This design comes from an exercise in tuning for small area, a short achievable clock period and few clock cycles per item on the open sky130 flow, not from production work. In this exercise RTL edits were held to simulation tests only and were not proved equivalent to the original. Power is estimated from default activity; no workload was simulated.

==> flow/design.v <==
package bba_pkg;
  localparam int BlockIdW = 11;
  localparam int GrantW   = 10;
  localparam int WordW    = 32;
  localparam int BitIdxW  = 5;
  localparam logic FUNC_ALLOC = 1'b0;
  localparam logic FUNC_FREE  = 1'b1;
  localparam logic [1:0] ST_OK      = 2'd0;
  localparam logic [1:0] ST_NO_FREE = 2'd1;
  localparam logic [1:0] ST_RANGE   = 2'd2;
  typedef enum logic [1:0] {
    CMD_ALLOC  = 2'd0,
    CMD_FREE   = 2'd1,
    CMD_REJECT = 2'd2
  } cmd_kind_e;
  typedef struct packed {
    logic                func;
    logic [BlockIdW-1:0] block_id;
  } in_t;
  typedef struct packed {
    logic [GrantW-1:0] granted_block;
    logic [1:0]        status;
  } out_t;
  typedef struct packed {
    cmd_kind_e           kind;
    logic [BlockIdW-1:0] offset;
  } cmd_t;
endpackage
module bba_front #(
  parameter int TOTAL_BLOCKS = 1024
) (
  input  logic [bba_pkg::BlockIdW-1:0] data_start_i,
  input  bba_pkg::in_t                 in_data_i,
  output bba_pkg::cmd_t                cmd_o
);
  localparam int BlockIdW = bba_pkg::BlockIdW;
  localparam int LimW = $clog2(TOTAL_BLOCKS + 1);
  localparam int CmpW = (LimW > BlockIdW) ? LimW : BlockIdW;
  logic in_range;
  assign in_range = (in_data_i.block_id >= data_start_i) &&
                    (CmpW'(in_data_i.block_id) < CmpW'(TOTAL_BLOCKS));
  always_comb begin
    cmd_o.offset = in_data_i.block_id - data_start_i;
    if (in_data_i.func == bba_pkg::FUNC_ALLOC) begin
      cmd_o.kind = bba_pkg::CMD_ALLOC;
    end else if (in_range) begin
      cmd_o.kind = bba_pkg::CMD_FREE;
    end else begin
      cmd_o.kind = bba_pkg::CMD_REJECT;
    end
  end
endmodule
module bba_cmd_fifo (
  input  logic clk_i,
  input  logic rst_ni,
  input  logic push_valid_i,
  output logic push_ready_o,
  input  bba_pkg::cmd_t push_data_i,
  output logic pop_valid_o,
  input  logic pop_ready_i,
  output bba_pkg::cmd_t pop_data_o
);
  logic [bba_pkg::BlockIdW+1:0] ent_q [2];   
  logic       wr_ptr_q, wr_ptr_d;
  logic       rd_ptr_q, rd_ptr_d;
  logic [1:0] cnt_q, cnt_d;
  logic       push, pop;
  assign push_ready_o = (cnt_q != 2'd2);
  assign pop_valid_o  = (cnt_q != 2'd0);
  assign pop_data_o   = ent_q[rd_ptr_q];
  assign push         = push_valid_i && push_ready_o;
  assign pop          = pop_ready_i && pop_valid_o;
  always_comb begin
    wr_ptr_d = push ? ~wr_ptr_q : wr_ptr_q;
    rd_ptr_d = pop ? ~rd_ptr_q : rd_ptr_q;
    cnt_d    = cnt_q;
    if (push && !pop) begin
      cnt_d = cnt_q + 2'd1;
    end else if (pop && !push) begin
      cnt_d = cnt_q - 2'd1;
    end
  end
  always_ff @(posedge clk_i or negedge rst_ni) begin
    if (!rst_ni) begin
      wr_ptr_q <= 1'b0;
      rd_ptr_q <= 1'b0;
      cnt_q    <= 2'd0;
    end else begin
      wr_ptr_q <= wr_ptr_d;
      rd_ptr_q <= rd_ptr_d;
      cnt_q    <= cnt_d;
    end
  end
  always_ff @(posedge clk_i) begin
    if (push) begin
      ent_q[wr_ptr_q] <= push_data_i;
    end
  end
endmodule
module bba_back #(
  parameter int TOTAL_BLOCKS = 1024
) (
  input  logic                clk_i,
  input  logic                rst_ni,
  input  logic [bba_pkg::BlockIdW-1:0] data_start_i,
  input  logic                cmd_valid_i,
  output logic                cmd_ready_o,
  input  bba_pkg::cmd_t                cmd_i,
  output logic                clr_busy_o,
  output logic                out_valid_o,
  input  logic                out_ready_i,
  output bba_pkg::out_t                out_data_o
);
  localparam int BlockIdW = bba_pkg::BlockIdW;
  localparam int GrantW = bba_pkg::GrantW;
  localparam int WordW = bba_pkg::WordW;
  localparam int BitIdxW = bba_pkg::BitIdxW;
  localparam int NWords = (TOTAL_BLOCKS + WordW - 1) / WordW;
  localparam int WW     = (NWords > 1) ? $clog2(NWords) : 1;
  localparam int LimW   = $clog2(TOTAL_BLOCKS + 1);
  localparam int CmpW   = (LimW > BlockIdW) ? LimW : BlockIdW;
  localparam int OffW   = (WW + BitIdxW > BlockIdW) ? WW + BitIdxW : BlockIdW;
  localparam int XW     = ((LimW > WW + BitIdxW) ? LimW : WW + BitIdxW) + 1;
  localparam int SumW   = OffW + 1;
  typedef enum logic [4:0] {
    S_CLEAR = 5'b00001,
    S_IDLE  = 5'b00010,
    S_SCAN  = 5'b00100,
    S_FREE  = 5'b01000,
    S_RESP  = 5'b10000
  } state_e;
  function automatic logic [BitIdxW-1:0] lowest_zero(input logic [WordW-1:0] w);
    logic [BitIdxW-1:0] pos;
    pos = '0;
    for (int i = WordW - 1; i >= 0; i = i - 1) begin
      if (!w[i]) begin
        pos = BitIdxW'(i);
      end
    end
    lowest_zero = pos;
  endfunction
  logic [WordW-1:0]   mem [NWords];
  logic [WordW-1:0]   rdata_q;
  logic               mem_we;
  logic [WW-1:0]      mem_waddr, mem_raddr;
  logic [WordW-1:0]   mem_wdata;
  state_e             state_q, state_d;
  logic [WW-1:0]      clr_q, clr_d;
  logic [WW-1:0]      chk_w_q, chk_w_d;
  logic [BitIdxW-1:0] bit_q, bit_d;
  logic [LimW-1:0]    limit_q, limit_d;
  bba_pkg::out_t               res_q, res_d;
  logic               out_valid_q, out_valid_d;
  bba_pkg::out_t               out_data_q, out_data_d;
  logic [OffW-1:0]    free_off;
  logic [XW-1:0]      lim_x, base_x;
  logic [WordW-1:0]   vmask, masked;
  logic               all_valid, none_valid, last_word, hit;
  logic [BitIdxW-1:0] hit_pos;
  logic [SumW-1:0]    grant_sum;
  assign limit_d = (CmpW'(data_start_i) < CmpW'(TOTAL_BLOCKS)) ?
                   LimW'(CmpW'(TOTAL_BLOCKS) - CmpW'(data_start_i)) : '0;
  assign free_off   = OffW'(cmd_i.offset);
  assign lim_x      = XW'(limit_q);
  assign base_x     = XW'({chk_w_q, {BitIdxW{1'b0}}});
  assign all_valid  = (base_x + XW'(WordW)) <= lim_x;
  assign none_valid = base_x >= lim_x;
  assign last_word  = (chk_w_q == WW'(NWords - 1)) || ((base_x + XW'(WordW)) >= lim_x);
  always_comb begin
    if (all_valid) begin
      vmask = '1;
    end else if (none_valid) begin
      vmask = '0;
    end else begin
      vmask = (WordW'(1) << lim_x[BitIdxW-1:0]) - WordW'(1);
    end
  end
  assign masked    = rdata_q | ~vmask;
  assign hit       = ~&masked;
  assign hit_pos   = lowest_zero(masked);
  assign grant_sum = SumW'(data_start_i) + SumW'({chk_w_q, hit_pos});
  always_comb begin
    state_d     = state_q;
    clr_d       = clr_q;
    chk_w_d     = chk_w_q;
    bit_d       = bit_q;
    res_d       = res_q;
    out_data_d  = out_data_q;
    out_valid_d = out_valid_q && !out_ready_i;
    cmd_ready_o = 1'b0;
    mem_we      = 1'b0;
    mem_waddr   = chk_w_q;
    mem_wdata   = rdata_q;
    mem_raddr   = WW'(chk_w_q + WW'(1));
    case (state_q)
      S_CLEAR: begin
        mem_we    = 1'b1;
        mem_waddr = clr_q;
        mem_wdata = '0;
        clr_d     = WW'(clr_q + WW'(1));
        if (clr_q == WW'(NWords - 1)) begin
          state_d = S_IDLE;
        end
      end
      S_IDLE: begin
        cmd_ready_o = cmd_valid_i;
        mem_raddr   = '0;
        chk_w_d     = '0;
        if (cmd_valid_i) begin
          case (cmd_i.kind)
            bba_pkg::CMD_ALLOC: begin
              state_d = S_SCAN;
            end
            bba_pkg::CMD_FREE: begin
              mem_raddr = free_off[WW+BitIdxW-1:BitIdxW];
              chk_w_d   = free_off[WW+BitIdxW-1:BitIdxW];
              bit_d     = free_off[BitIdxW-1:0];
              state_d   = S_FREE;
            end
            default: begin
              res_d   = {GrantW'('0), bba_pkg::ST_RANGE};
              state_d = S_RESP;
            end
          endcase
        end
      end
      S_SCAN: begin
        chk_w_d = WW'(chk_w_q + WW'(1));
        if (hit) begin
          mem_we    = 1'b1;
          mem_wdata = rdata_q | (WordW'(1) << hit_pos);
          res_d     = {GrantW'(grant_sum[GrantW-1:0]), bba_pkg::ST_OK};
          state_d   = S_RESP;
        end else if (last_word) begin
          res_d   = {GrantW'('0), bba_pkg::ST_NO_FREE};
          state_d = S_RESP;
        end
      end
      S_FREE: begin
        mem_we    = 1'b1;
        mem_wdata = rdata_q & ~(WordW'(1) << bit_q);
        res_d     = {GrantW'('0), bba_pkg::ST_OK};
        state_d   = S_RESP;
      end
      S_RESP: begin
        if (!out_valid_q || out_ready_i) begin
          out_valid_d = 1'b1;
          out_data_d  = res_q;
          state_d     = S_IDLE;
        end
      end
      default: begin
        state_d = S_IDLE;
      end
    endcase
  end
  always_ff @(posedge clk_i or negedge rst_ni) begin
    if (!rst_ni) begin
      state_q     <= S_CLEAR;
      clr_q       <= '0;
      chk_w_q     <= '0;
      limit_q     <= '0;
      out_valid_q <= 1'b0;
    end else begin
      state_q     <= state_d;
      clr_q       <= clr_d;
      chk_w_q     <= chk_w_d;
      limit_q     <= limit_d;
      out_valid_q <= out_valid_d;
    end
  end
  always_ff @(posedge clk_i) begin
    bit_q      <= bit_d;
    res_q      <= res_d;
    out_data_q <= out_data_d;
  end
  always_ff @(posedge clk_i) begin
    if (mem_we) begin
      mem[mem_waddr] <= mem_wdata;
    end
    rdata_q <= mem[mem_raddr];
  end
  assign clr_busy_o  = (state_q == S_CLEAR);
  assign out_valid_o = out_valid_q;
  assign out_data_o  = out_data_q;
endmodule
module bitmap_block_allocator_top #(
  parameter int TOTAL_BLOCKS = 1024
) (
  input  logic                clk_i,
  input  logic                rst_ni,
  input  logic                cfg_we_i,
  input  logic [bba_pkg::BlockIdW-1:0] cfg_wdata_i,
  input  logic                in_valid_i,
  output logic                in_ready_o,
  input  logic [bba_pkg::BlockIdW:0]   in_data_i,
  output logic                out_valid_o,
  input  logic                out_ready_i,
  output logic [bba_pkg::GrantW+1:0]   out_data_o
);
  localparam int BlockIdW = bba_pkg::BlockIdW;
  logic [BlockIdW-1:0] data_start_q;
  bba_pkg::cmd_t                front_cmd;
  bba_pkg::cmd_t                q_cmd;
  logic                push_ready, q_valid, q_ready, clr_busy;
  always_ff @(posedge clk_i or negedge rst_ni) begin
    if (!rst_ni) begin
      data_start_q <= '0;
    end else if (cfg_we_i) begin
      data_start_q <= cfg_wdata_i;
    end
  end
  assign in_ready_o = push_ready && !clr_busy;
  bba_front #(
    .TOTAL_BLOCKS(TOTAL_BLOCKS)
  ) u_front (
    .data_start_i(data_start_q),
    .in_data_i   (in_data_i),
    .cmd_o       (front_cmd)
  );
  bba_cmd_fifo u_fifo (
    .clk_i       (clk_i),
    .rst_ni      (rst_ni),
    .push_valid_i(in_valid_i && !clr_busy),
    .push_ready_o(push_ready),
    .push_data_i (front_cmd),
    .pop_valid_o (q_valid),
    .pop_ready_i (q_ready),
    .pop_data_o  (q_cmd)
  );
  bba_back #(
    .TOTAL_BLOCKS(TOTAL_BLOCKS)
  ) u_back (
    .clk_i       (clk_i),
    .rst_ni      (rst_ni),
    .data_start_i(data_start_q),
    .cmd_valid_i (q_valid),
    .cmd_ready_o (q_ready),
    .cmd_i       (q_cmd),
    .clr_busy_o  (clr_busy),
    .out_valid_o (out_valid_o),
    .out_ready_i (out_ready_i),
    .out_data_o  (out_data_o)
  );
endmodule
==> flow/run.sh <==
#!/bin/bash
# synth_recipe.tcl (not shown) runs the flow's synth.tcl, then flattens the netlist and writes it again
# the make line also repeats each setting of config.mk as NAME=value (left out here)
make -C /OpenROAD-flow-scripts/flow DESIGN_CONFIG=/design/flow/config.mk WORK_HOME=/design/flow/orfs CLKGATE_MAP_FILE= SYNTH_SCRIPT=/design/flow/synth_recipe.tcl finish
==> flow/config.mk <==
export PLATFORM = sky130hd
export DESIGN_NAME = bitmap_block_allocator_top
export DESIGN_NICKNAME = bitmap_block_allocator_top
export VERILOG_FILES = /design/flow/design.v
export SDC_FILE = /design/flow/constraint.sdc
export NUM_CORES = 4
export LEC_CHECK = 0
export CAP_MARGIN = 20
export CORE_MARGIN = 2
export CORE_UTILIZATION = 40
export PLACE_DENSITY = 0.6
export SLEW_MARGIN = 20
==> flow/constraint.sdc <==
create_clock -name core_clock -period 8.5 [get_ports {clk_i}]
set_input_delay 1.7000 -clock core_clock [delete_from_list [all_inputs] [get_ports {clk_i}]]
set_output_delay 1.7000 -clock core_clock [all_outputs]
set_load 0.01 [all_outputs]
==> run summary <==
[metal layers]
metal	part of all wire, %	up-vias
met2	46	1087
met5	0	-
met1	44	15500
met3	6.7	213
met4	2.9	0
li1	-	14000
[through the flow]
step / hold slack [ps] / power (mW) / area (sq um) / utilization [%] / worst slack [ps]
floorplan: 400 / 13.4 / 48700 / - / 2960
global placement: 404 / 16.1 / 51200 / 42.6 / 2060
detailed placement: 405 / 16.2 / 51300 / 42.6 / 2090
CTS: 420 / 21.3 / 55100 / 45.8 / 2080
global route: 423 / 22.3 / 55100 / 45.8 / 1480
finish: 418 / 21.2 / 55100 / 45.8 / 2030
[cell type report]
| class | instances | area, sq um |
|---|---|---|
| clock buffer | 153 | 3160 |
| sequential | 1151 | 34000 |
| multi-input combinational | 2197 | 13900 |
| tap | 1612 | 2020 |
| fill | 10600 | 65200 |
| inverter | 44 | 165 |
| timing repair buffer | 124 | 1140 |
| clock inverter | 61 | 648 |
[synth_stat cells (9+ instances only)]
master and n:
dfxtp_1 32, and2_1 267, nand3_1 18, a21oi_1 150, edfxtp_1 1077, nand2_1 578, nor4_1 9, xnor2_1 18
buf_2 19, nand2b_1 13, a211oi_1 362, a21o_1 41, nor2b_1 14, inv_1 43, xor2_1 9, clkbuf_1 230
or2_2 11, o21ai_0 62, o211ai_1 12, dfrtp_1 41, ha_1 38, nor2_1 109, nor3_1 20, a311oi_1 131
a31oi_1 146, o2bb2ai_1 10
[power by group through the flow]
stage	combinational (mW)	clock, mW	sequential (mW)
after global routing	9.34	5.40	7.60
after global placement	8.43	0	7.69
after CTS	8.52	5.19	7.57
final	8.51	5.12	7.58
after floorplan	5.90	0	7.53
after detailed placement	8.49	0	7.69
[sequential cells by signal, indices dropped and copies added, names as in the netlist]
name                count
u_back.chk_w_q          5
u_back.out_valid_q      1
u_back.bit_q            5
u_back.rdata_q         32
data_start_q           11
u_fifo.rd_ptr_q         1
u_back.res_q           12
u_back.state_q          5
u_back.clr_q            5
u_fifo.cnt_q            2
u_fifo.wr_ptr_q         1
u_fifo.ent_q           24
u_back.out_data_q      12
u_back.limit_q         11
u_back.mem           1024
[kinds of logic after synthesis]
group	after synthesis	synth area share, %
AOI/OAI and AO/OA	1022	15.0
xor gates and xnor gates	27	0.486
adders and majority gates	40	1.06
buffers and inverters	302	2.43
DFF	1151	69.9
muxes	13	0.283
and+or+nand+nor	1095	10.8
[worst paths after layout]
| check | end | slack, ps | depth (start not counted) |
|---|---|---|---|
| max | u_back.res_q[10] | 2030 | 24 |
| min | u_back.out_data_q[10] | 420 | 0 |
| max reg2reg | u_back.res_q[10] | 2030 | 24 |
| min reg2reg | u_back.out_data_q[10] | 420 | 0 |
| max in group asynchronous | u_back.chk_w_q[3] | 7100 | 1 |
| min in group asynchronous | data_start_q[4] | 980 | 1 |
[worst max-delay path: cells and delay by family, from the launching register on]
| family | cells | cell delay, ps |
|---|---|---|
| xor+xnor | 1 | 160 |
| fa+ha+maj | 3 | 1020 |
| simple gates | 7 | 1660 |
| compound gates | 11 | 2130 |
| flops | 1 | 720 |
| buf+inv | 2 | 470 |
==> flow_metrics.py <==
metrics = {
    "timing": {
        "fmax_ghz": 0.154,
        "finalCritPeriodShare_pct": 76.2,
        "slew_headroom_pct": 29.9,
        "clock_skew_ps": 37.3,
        "slew_violations": 0,
        "setup_violations": 0,
        "rsz0062_at_grt": "false",
        "final_hold_viol_count": 0,
        "min_period_ps": 6470,
        "fin_tns_setup_ps": 0,
        "worstMarginPinSlew_ps": 1050,
    },
    "logic_synthesis": {
        "netlist_area_sq_mm": 0.0487,
        "yosysSeqAreaShare_pct": 69.9,
        "yosys_warnings": 4,
        "syn_area_per_cell_sq_um": 13.3,
        "synth_top_area_share_pct": 66.5,
        "ys_types": 94,
        "netlist_instances": 3650,
        "synth_flop_cell": "edfxtp_1",
        "synthTopCellsByArea": "edfxtp_1 66%, a211oi_1 5.6%, nand2_1 4.5%, and2_1 3.4%, a311oi_1 2.4%",
        "synthArstFlopShare_pct": 3.65,
        "synth_edf_count": 1077,
        "yosys_register_bits": 1151,
        "yosysTopAreaCell": "edfxtp_1",
        "synth_nets": 3718,
    },
    "global_routing": {
        "antenna_found_initial": 2,
        "grt_busiest_layer": "met2",
        "grt_pass1_vias": 29500,
        "grt_max_degree": 184,
        "grt_use_met2_pct": 32.9,
        "grt-ovfl-total": 0,
        "met1_usage_pct": 29.9,
        "grt_pass1_wl_um": 196000,
        "gr-usage-all-layers_pct": 20.9,
        "use_met3_pct": 3.11,
    },
    "hold_path": {
        "hp-class": "flop to flop",
        "hp-start": "u_back.res_q[10]",
    },
    "clocking": {
        "cts_root_buf": "clkbuf_16",
        "cts_resized": 0,
        "clk_pin_slew_ps": 60,
        "h-tree-depth": 3,
        "postCtsSetupRepairBufs": 0,
        "cts_tree": "built",
        "cts_buffers": 115,
        "cts_num_sinks": 1151,
        "clk_latency_ps": 720,
        "cts_buffer_depth": 3,
        "cts_hold_buf": 0,
    },
    "pwr": {
        "p_int_mw": 13.0,
        "ir_drop_uv": 410,
        "cellPowerDensity_mw_per_mm2": 385,
        "power.leakage_nw": 17.8,
        "power_switching_mw": 8.26,
        "pwr-share-comb_pct": 40.1,
        "pwr-share-seq_pct": 35.7,
        "switching_share_pct": 38.9,
        "clockPowerShare_pct": 24.1,
    },
    "layout": {
        "antennaDiodeCount": 0,
        "final_cell_mix": "1,077 x edfxtp_1, 578 x nand2_1, 357 x a211oi_1",
        "final_common_cell": "edfxtp_1",
        "drive_above_1_share_pct": 10.2,
        "layout.cells.non_filler": 5342,
        "area_delta_synth_final_pct": 13.2,
        "nets": 3701,
    },
    "detailed_routing": {
        "drtIter0Drc": 3267,
        "wire_per_inst_um": 25.0,
        "detail-route-antenna-nets": 0,
        "drt-total-wl_um": 134000,
        "vias": 30800,
        "drc_errors": 0,
        "vias_per_cell": 5.77,
        "firstDrtPassIters": 5,
    },
    "setup_path": {
        "end_kind": "flop",
        "worst_setup_path_start_kind": "flop",
        "cp.arrival_ps": 6890,
        "path_cells": "nor3_4 -> nand2_1 -> ha_1 -> or3b_2 -> o32ai_1 -> a22oi_1 -> o22ai_1 -> a21oi_1 -> o211ai_1 -> and3_1 -> o21a_1 -> inv_1 -> ha_1 -> inv_1 -> fa_1 -> nor2b_1 -> o21ai_0 -> nand2b_1 -> a21oi_1 -> o21bai_1 -> a21o_1 -> a21oi_1 -> xor2_1 -> nor2_1",
        "crit_fanout": 31,
        "startpoint": "u_back.limit_q[2]",
        "cp_slowest_cell": "dfrtp_1",
        "cpMostUsedCell": "a21oi_1",
        "reg2reg_from": "u_back.limit_q[2]",
        "worstPathRequired_ps": 8920,
        "crit_type": "flop to flop",
        "critical_path.max_stage_delay_ps": 720,
    },
    "placement": {
        "dp.cells": 5128,
        "port-buffer-count": 41,
        "gp_congestion": 0.904,
        "hpwl_um": 72400,
    },
    "floorplanning": {
        "die_w_um": 353,
        "coreArea_sq_mm": 0.120,
        "ioPinCount": 42,
        "num_rows": 127,
        "start_util_pct": 40.5,
        "die_area_sq_mm": 0.124,
        "die_y_um": 353,
    },
    "job": {
        "maxCapViolations": 0,
    },
    "status": {
        "status": "finished clean",
    },
}
Testbench counts, summed over its fixed seeds: cycles 84,386, items 11,200.

static timing again, ports no longer ideal:
In the flow no input, the clock included, has a driving cell. The finished layout below was timed again as built, in two steps. Step 1: set_driving_cell puts a clkbuf_16 on clk_i and a buf_2 on each other input, an assumption about the parent block. Step 2 also shifts input and output timing later by t, the mid clock arrival at the registers, as if the neighbouring blocks saw the same clock. Three values: ideal ports, drivers, drivers and shift; two values: the first two.
shift t [ns]: 0.772
setup slack, ns: 2.027 / 2.027 / 2.027
latest minus earliest clock arrival (ns): 0.037 / 0.037
worst data-port slew with drivers (ns): 0.05
After both steps setup and hold are still met in this run. For this run, drivers alone change the setup slack by 0.000 ns; drivers and shift together by 0.000 ns.
